From an optimization exercise on the open Yosys and OpenROAD flow, aimed at small area and a short achievable clock period; shortcuts taken in it are not production practice. In this exercise RTL edits were held to simulation tests only and were not proved equivalent to the original. Power is estimated from default activity; no workload was simulated.

Setup of oak:
==> flow/design.v <==
`timescale 1ns/1ps
`default_nettype none
package cfc_pkg;
    typedef logic [5-1:0]  log_reg_t;    
    typedef logic [6-1:0] phys_reg_t;   
    typedef logic [5-1:0]  rob_tag_t;    
    typedef logic [5-1:0]  frl_ptr_t;    
    typedef logic [3-1:0] ckpt_idx_t;   
    typedef struct packed {
        logic      valid;        
        logic      reg_write;    
        logic      branch;       
        log_reg_t  rd;
        log_reg_t  rs;
        log_reg_t  rt;
        phys_reg_t new_phys;     
        rob_tag_t  branch_tag;   
        frl_ptr_t  frl_head;     
    } dispatch_req_t;
    typedef struct packed {
        logic      valid;
        logic      reg_write;
        log_reg_t  rd;
        phys_reg_t phys;         
    } commit_req_t;
    typedef struct packed {
        logic     valid;
        rob_tag_t rob_tag;       
    } flush_req_t;
    typedef struct packed {
        rob_tag_t rob_tag;       
        frl_ptr_t frl_head;      
    } flush_rsp_t;
    typedef struct packed {
        logic      hit;          
        ckpt_idx_t idx;          
    } ckpt_sel_t;
    typedef struct packed {
        ckpt_sel_t rs;
        ckpt_sel_t rt;
        ckpt_sel_t rd;
    } lookup_sel_t;
    typedef struct packed {
        phys_reg_t rs_phys;       
        phys_reg_t rt_phys;       
        phys_reg_t rd_prev_phys;  
    } rename_rsp_t;
endpackage
`default_nettype wire
`timescale 1ns/1ps
`default_nettype none
module cfc_top (
    input  wire       clk,
    input  wire       resetb,
    input  wire       dispatch_valid,
    input  wire       dispatch_reg_write,
    input  wire       dispatch_branch,
    input  wire [4:0] dispatch_rd,
    input  wire [4:0] dispatch_rs,
    input  wire [4:0] dispatch_rt,
    input  wire [5:0] dispatch_new_phys,
    input  wire [4:0] dispatch_branch_tag,
    input  wire [4:0] dispatch_frl_head,
    input  wire       commit_valid,
    input  wire       commit_reg_write,
    input  wire [4:0] commit_rd,
    input  wire [5:0] commit_phys,
    input  wire [4:0] rob_top,
    input  wire       flush_valid,
    input  wire [4:0] flush_rob_tag,
    output wire [5:0] rename_rs_phys,
    output wire [5:0] rename_rt_phys,
    output wire [5:0] rename_rd_prev_phys,
    output wire [4:0] flush_rsp_rob_tag,
    output wire [4:0] flush_rsp_frl_head,
    output wire       full
);
    reg  [4:0]   e_rd [0:31];   
    reg  [5:0]   e_ph [0:31];   
    reg  [31:0]  e_wl;          
    reg  [31:0]  e_wh;          
    reg  [4:0]   next_tag;      
    reg          init;          
    reg  [5:0]   rrat [0:31];   
    reg  [2:0]   head;          
    reg  [2:0]   tail;          
    reg  [7:0]   s_live;        
    reg          full_q;
    reg  [4:0]   s_tag [0:7];   
    reg  [4:0]   s_frl [0:7];   
    reg  [5:0]   rs_q, rt_q, rd_q;
    wire disp = dispatch_valid && !flush_valid;
    genvar g;
    wire [7:0] fmatch;
    wire [7:0] head_oh;
    wire [7:0] tail_oh;
    wire [4:0] frl_sel [0:8];
    wire [2:0] fidx_sel [0:8];
    assign frl_sel[0]  = 5'd0;
    assign fidx_sel[0] = 3'd0;
    generate
        for (g = 0; g < 8; g = g + 1) begin : g_slot
            assign head_oh[g]    = (head == 3'(g));
            assign tail_oh[g]    = (tail == 3'(g));
            assign fmatch[g]     = s_live[g] && (s_tag[g] == flush_rob_tag);
            assign frl_sel[g+1]  = frl_sel[g]  | ({5{fmatch[g]}}  & s_frl[g]);
            assign fidx_sel[g+1] = fidx_sel[g] | ({3{fmatch[g]}}  & 3'(g));
            always @(posedge clk) begin
                if (dispatch_valid && dispatch_branch && !flush_valid && head_oh[g]) begin
                    s_tag[g] <= dispatch_branch_tag;
                    s_frl[g] <= dispatch_frl_head;
                end
            end
        end
    endgenerate
    wire [7:0] top_hit;
    generate
        for (g = 0; g < 8; g = g + 1) begin : g_top
            assign top_hit[g] = tail_oh[g] && s_live[g] && (s_tag[g] == rob_top);
        end
    endgenerate
    wire       release_ok = commit_valid && (|top_hit);
    wire       create     = disp && dispatch_branch;
    wire [2:0] f_idx      = fidx_sel[8];
    assign full               = full_q;
    assign flush_rsp_rob_tag  = flush_rob_tag;
    assign flush_rsp_frl_head = frl_sel[8];
    wire [2:0] tail_n = release_ok ? 3'(tail + 3'd1) : tail;
    wire [2:0] head_n = flush_valid ? f_idx : create ? 3'(head + 3'd1) : head;
    wire [7:0] kept;
    generate
        for (g = 0; g < 8; g = g + 1) begin : g_before
            wire [7:0] older_than;    
            genvar f;
            for (f = 0; f < 8; f = f + 1) begin : g_f
                assign older_than[f] = (3'(3'(g) - tail) < 3'(3'(f) - tail));
            end
            assign kept[g] = |(older_than & fmatch);
        end
    endgenerate
    wire [7:0] live_n = (s_live & ~({8{release_ok}} & tail_oh) & ({8{!flush_valid}} | kept))
                      | ({8{create}} & head_oh);
    wire       grow   = create && !release_ok;
    wire       shrink = release_ok && !create;
    wire       full_n = !flush_valid && (grow ? (3'(head + 3'd2) == tail) : (full_q && !shrink));
    always @(posedge clk or negedge resetb) begin
        if (!resetb) begin
            head   <= 3'd0;
            tail   <= 3'd0;
            s_live <= 8'd0;
            full_q <= 1'b0;
        end else begin
            head   <= head_n;
            tail   <= tail_n;
            s_live <= live_n;
            full_q <= full_n;
        end
    end
    wire [31:0] e_wv = e_wl | e_wh;
    wire [31:0] flushed;
    wire [31:0] tag_oh;
    wire [31:0] wv_n;
    wire [31:0] newer_n;
    wire        fwrap = (flush_rob_tag >= next_tag);
    wire [4:0]  next_n = init ? rob_top :
                         flush_valid ? 5'(flush_rob_tag + 5'd1) :
                         dispatch_valid ? 5'(next_tag + 5'd1) : next_tag;
    generate
        for (g = 0; g < 32; g = g + 1) begin : g_win
            wire above_f = (5'(g) > flush_rob_tag);
            assign tag_oh[g]  = (next_tag == 5'(g));
            assign flushed[g] = fwrap ? (above_f || e_wl[g]) : (above_f && e_wl[g]);
            assign wv_n[g]    = flush_valid ? (e_wv[g] && !flushed[g]) :
                                (dispatch_valid && tag_oh[g]) ? dispatch_reg_write : e_wv[g];
            assign newer_n[g] = (5'(g) < next_n);
            always @(posedge clk or negedge resetb) begin
                if (!resetb) begin
                    e_wl[g] <= 1'b0;
                    e_wh[g] <= 1'b0;
                end else begin
                    e_wl[g] <= wv_n[g] && newer_n[g];
                    e_wh[g] <= wv_n[g] && !newer_n[g];
                end
            end
            always @(posedge clk) begin
                if (disp && tag_oh[g]) begin
                    e_rd[g] <= dispatch_rd;
                    e_ph[g] <= dispatch_new_phys;
                end
            end
        end
    endgenerate
    always @(posedge clk or negedge resetb) begin
        if (!resetb) begin
            init     <= 1'b1;
            next_tag <= 5'd0;
        end else begin
            init <= 1'b0;
            next_tag <= next_n;
        end
    end
    wire rrat_we = commit_valid && commit_reg_write;
    generate
        for (g = 0; g < 32; g = g + 1) begin : g_rrat
            always @(posedge clk or negedge resetb) begin
                if (!resetb)
                    rrat[g] <= 6'(g);
                else if (rrat_we && (commit_rd == 5'(g)))
                    rrat[g] <= commit_phys;
            end
        end
    endgenerate
    function automatic [5:0] lookup(input [4:0] op);
        reg [31:0] m, lo, hi;
        reg [7:0]  gml, gmh, la, ha, gk;
        reg        any_lo, any_m, w;
        reg [5:0]  loc, res;
        integer    i, j, k;
        begin
            for (i = 0; i < 32; i = i + 1)
                m[i] = (e_rd[i] == op);
            lo = m & e_wl;
            hi = m & e_wh;
            m  = lo | hi;
            for (k = 0; k < 8; k = k + 1) begin
                gml[k] = |lo[4*k +: 4];
                gmh[k] = |hi[4*k +: 4];
            end
            any_lo = |gml;
            any_m  = any_lo | (|gmh);
            for (k = 0; k < 8; k = k + 1) begin
                la[k] = 1'b0;
                ha[k] = 1'b0;
                for (j = k + 1; j < 8; j = j + 1) begin
                    la[k] = la[k] | gml[j];
                    ha[k] = ha[k] | gmh[j];
                end
                gk[k] = la[k] | (!gml[k] && (any_lo || ha[k]));
            end
            res = 6'd0;
            for (k = 0; k < 8; k = k + 1) begin
                loc = 6'd0;
                for (i = 4 * k; i < 4 * k + 4; i = i + 1) begin
                    w = e_wl[i] ? 1'b0 : gml[k];
                    for (j = i + 1; j < 4 * k + 4; j = j + 1)
                        w = w | (e_wl[i] ? lo[j] : hi[j]);
                    loc = loc | ({6{m[i] && !w}} & e_ph[i]);
                end
                res = res | ({6{!gk[k]}} & loc);
            end
            lookup = res | ({6{!any_m}} & rrat[op]);
        end
    endfunction
    always @(posedge clk) begin
        rs_q <= lookup(dispatch_rs);
        rt_q <= lookup(dispatch_rt);
        rd_q <= lookup(dispatch_rd);
    end
    assign rename_rs_phys      = rs_q;
    assign rename_rt_phys      = rt_q;
    assign rename_rd_prev_phys = rd_q;
endmodule
`default_nettype wire
==> flow/config.mk <==
export PLATFORM = sky130hd
export DESIGN_NAME = cfc_top
export DESIGN_NICKNAME = cfc_top
export VERILOG_FILES = /design/flow/design.v
export SDC_FILE = /design/flow/constraint.sdc
export NUM_CORES = 4
export LEC_CHECK = 0
export ABC_AREA = 1
export CAP_MARGIN = 20
export CORE_MARGIN = 2
export CORE_UTILIZATION = 45
export SETUP_SLACK_MARGIN = 2.0
export SLEW_MARGIN = 20
==> flow/constraint.sdc <==
create_clock -name core_clock -period 5.5 [get_ports {clk}]
set_input_delay 1.1000 -clock core_clock [delete_from_list [all_inputs] [get_ports {clk}]]
set_output_delay 1.1000 -clock core_clock [all_outputs]
set_load 0.01 [all_outputs]
standard.sh (not shown) runs the stock make flow with config.mk's settings and CLKGATE_MAP_FILE= SYNTH_SCRIPT=/design/flow/synth_recipe.tcl, a recipe that flattens the netlist after the stock synthesis.
==> flow/flow/run.sh <==
#!/bin/bash
# Layout flow: the standard flow, except that timing repair may resize a
# gate to a cell of another footprint (MATCH_CELL_FOOTPRINT=0).
set -euo pipefail
bash standard.sh MATCH_CELL_FOOTPRINT=0 finish > standard.log 2>&1
### oak -> pine
diff --git a/flow/design.v b/flow/design.v
--- a/flow/design.v
+++ b/flow/design.v
@@ -75,12 +75,11 @@
     output wire [4:0] flush_rsp_frl_head,
     output wire       full
 );
     reg  [4:0]   e_rd [0:31];   
     reg  [5:0]   e_ph [0:31];   
-    reg  [31:0]  e_wl;          
-    reg  [31:0]  e_wh;          
+    reg  [31:0]  e_wv;          
     reg  [4:0]   next_tag;      
     reg          init;          
     reg  [5:0]   rrat [0:31];   
     reg  [2:0]   head;          
     reg  [2:0]   tail;          
@@ -154,35 +153,27 @@
             tail   <= tail_n;
             s_live <= live_n;
             full_q <= full_n;
         end
     end
-    wire [31:0] e_wv = e_wl | e_wh;
+    wire [31:0] newer;
     wire [31:0] flushed;
     wire [31:0] tag_oh;
-    wire [31:0] wv_n;
-    wire [31:0] newer_n;
     wire        fwrap = (flush_rob_tag >= next_tag);
-    wire [4:0]  next_n = init ? rob_top :
-                         flush_valid ? 5'(flush_rob_tag + 5'd1) :
-                         dispatch_valid ? 5'(next_tag + 5'd1) : next_tag;
     generate
         for (g = 0; g < 32; g = g + 1) begin : g_win
             wire above_f = (5'(g) > flush_rob_tag);
+            assign newer[g]   = (5'(g) < next_tag);
             assign tag_oh[g]  = (next_tag == 5'(g));
-            assign flushed[g] = fwrap ? (above_f || e_wl[g]) : (above_f && e_wl[g]);
-            assign wv_n[g]    = flush_valid ? (e_wv[g] && !flushed[g]) :
-                                (dispatch_valid && tag_oh[g]) ? dispatch_reg_write : e_wv[g];
-            assign newer_n[g] = (5'(g) < next_n);
+            assign flushed[g] = fwrap ? (above_f || newer[g]) : (above_f && newer[g]);
             always @(posedge clk or negedge resetb) begin
-                if (!resetb) begin
-                    e_wl[g] <= 1'b0;
-                    e_wh[g] <= 1'b0;
-                end else begin
-                    e_wl[g] <= wv_n[g] && newer_n[g];
-                    e_wh[g] <= wv_n[g] && !newer_n[g];
-                end
+                if (!resetb)
+                    e_wv[g] <= 1'b0;
+                else if (flush_valid)
+                    e_wv[g] <= e_wv[g] && !flushed[g];
+                else if (dispatch_valid && tag_oh[g])
+                    e_wv[g] <= dispatch_reg_write;
             end
             always @(posedge clk) begin
                 if (disp && tag_oh[g]) begin
                     e_rd[g] <= dispatch_rd;
                     e_ph[g] <= dispatch_new_phys;
@@ -194,11 +185,16 @@
         if (!resetb) begin
             init     <= 1'b1;
             next_tag <= 5'd0;
         end else begin
             init <= 1'b0;
-            next_tag <= next_n;
+            if (init)
+                next_tag <= rob_top;
+            else if (flush_valid)
+                next_tag <= flush_rob_tag + 5'd1;
+            else if (dispatch_valid)
+                next_tag <= next_tag + 5'd1;
         end
     end
     wire rrat_we = commit_valid && commit_reg_write;
     generate
         for (g = 0; g < 32; g = g + 1) begin : g_rrat
@@ -216,14 +212,13 @@
         reg        any_lo, any_m, w;
         reg [5:0]  loc, res;
         integer    i, j, k;
         begin
             for (i = 0; i < 32; i = i + 1)
-                m[i] = (e_rd[i] == op);
-            lo = m & e_wl;
-            hi = m & e_wh;
-            m  = lo | hi;
+                m[i] = e_wv[i] && (e_rd[i] == op);
+            lo = m & newer;
+            hi = m & ~newer;
             for (k = 0; k < 8; k = k + 1) begin
                 gml[k] = |lo[4*k +: 4];
                 gmh[k] = |hi[4*k +: 4];
             end
             any_lo = |gml;
@@ -239,13 +234,13 @@
             end
             res = 6'd0;
             for (k = 0; k < 8; k = k + 1) begin
                 loc = 6'd0;
                 for (i = 4 * k; i < 4 * k + 4; i = i + 1) begin
-                    w = e_wl[i] ? 1'b0 : gml[k];
+                    w = newer[i] ? 1'b0 : gml[k];
                     for (j = i + 1; j < 4 * k + 4; j = j + 1)
-                        w = w | (e_wl[i] ? lo[j] : hi[j]);
+                        w = w | (newer[i] ? lo[j] : hi[j]);
                     loc = loc | ({6{m[i] && !w}} & e_ph[i]);
                 end
                 res = res | ({6{!gk[k]}} & loc);
             end
             lookup = res | ({6{!any_m}} & rrat[op]);
### Flow results
Summary of pine over oak: detailed-route wire length on metal 1 decreased by 480 um relative to the old numbers; via count saw an increase; die area stayed essentially flat; fraction of area in multi-input gates saw an increase. For synthesized area, oak and pine come out practically identical. pine | stages: all done | timing, DRC, antenna: all pass. The adder-cell area share of the yosys netlist of pine and that of oak are within noise of each other. When pine is measured against oak, its growth of design area from synthesis to finish turns out 0.23 points higher. Gate count of the mapped netlist grows by a few percent when moving from oak to pine. The total power after layout in pine sits about 2% below the value recorded for oak. [pine] smallest setup slack after layout fell 100 ps relative to oak. pine ended up with a lower mean cell area of the mapped netlist than oak did.

[static timing again, ports no longer ideal]
In the flow no input, the clock included, has a driving cell. The finished layouts below were timed again as built, in two steps.
Step 1 sets driving cells, clkbuf_16 on the clock port and buf_2 on the other inputs (assumed; they add their load-dependent delay and slew).
Step 2 also shifts input and output timing later by t, the mid clock arrival at the registers, as if the neighbouring blocks saw the same clock.
Slacks: ideal ports / drivers / drivers and shift; pairs: ideal ports / drivers.
run	shift t [ns]	slack for setup (ns)	hold WS [ns]	slew at the worst register clock pin (ns)	cell pins on the clock port's net
oak	0.784	1.880 / 1.826 / 1.075	0.356 / 0.326 / 0.485	0.07 / 0.07	1
pine	0.776	1.778 / 1.718 / 1.090	0.255 / 0.223 / 0.485	0.07 / 0.07	1
After both steps every run listed still meets setup and hold. The setup slack of oak, which loses most, moves by -0.054 ns with the drivers and by -0.805 ns with both steps.
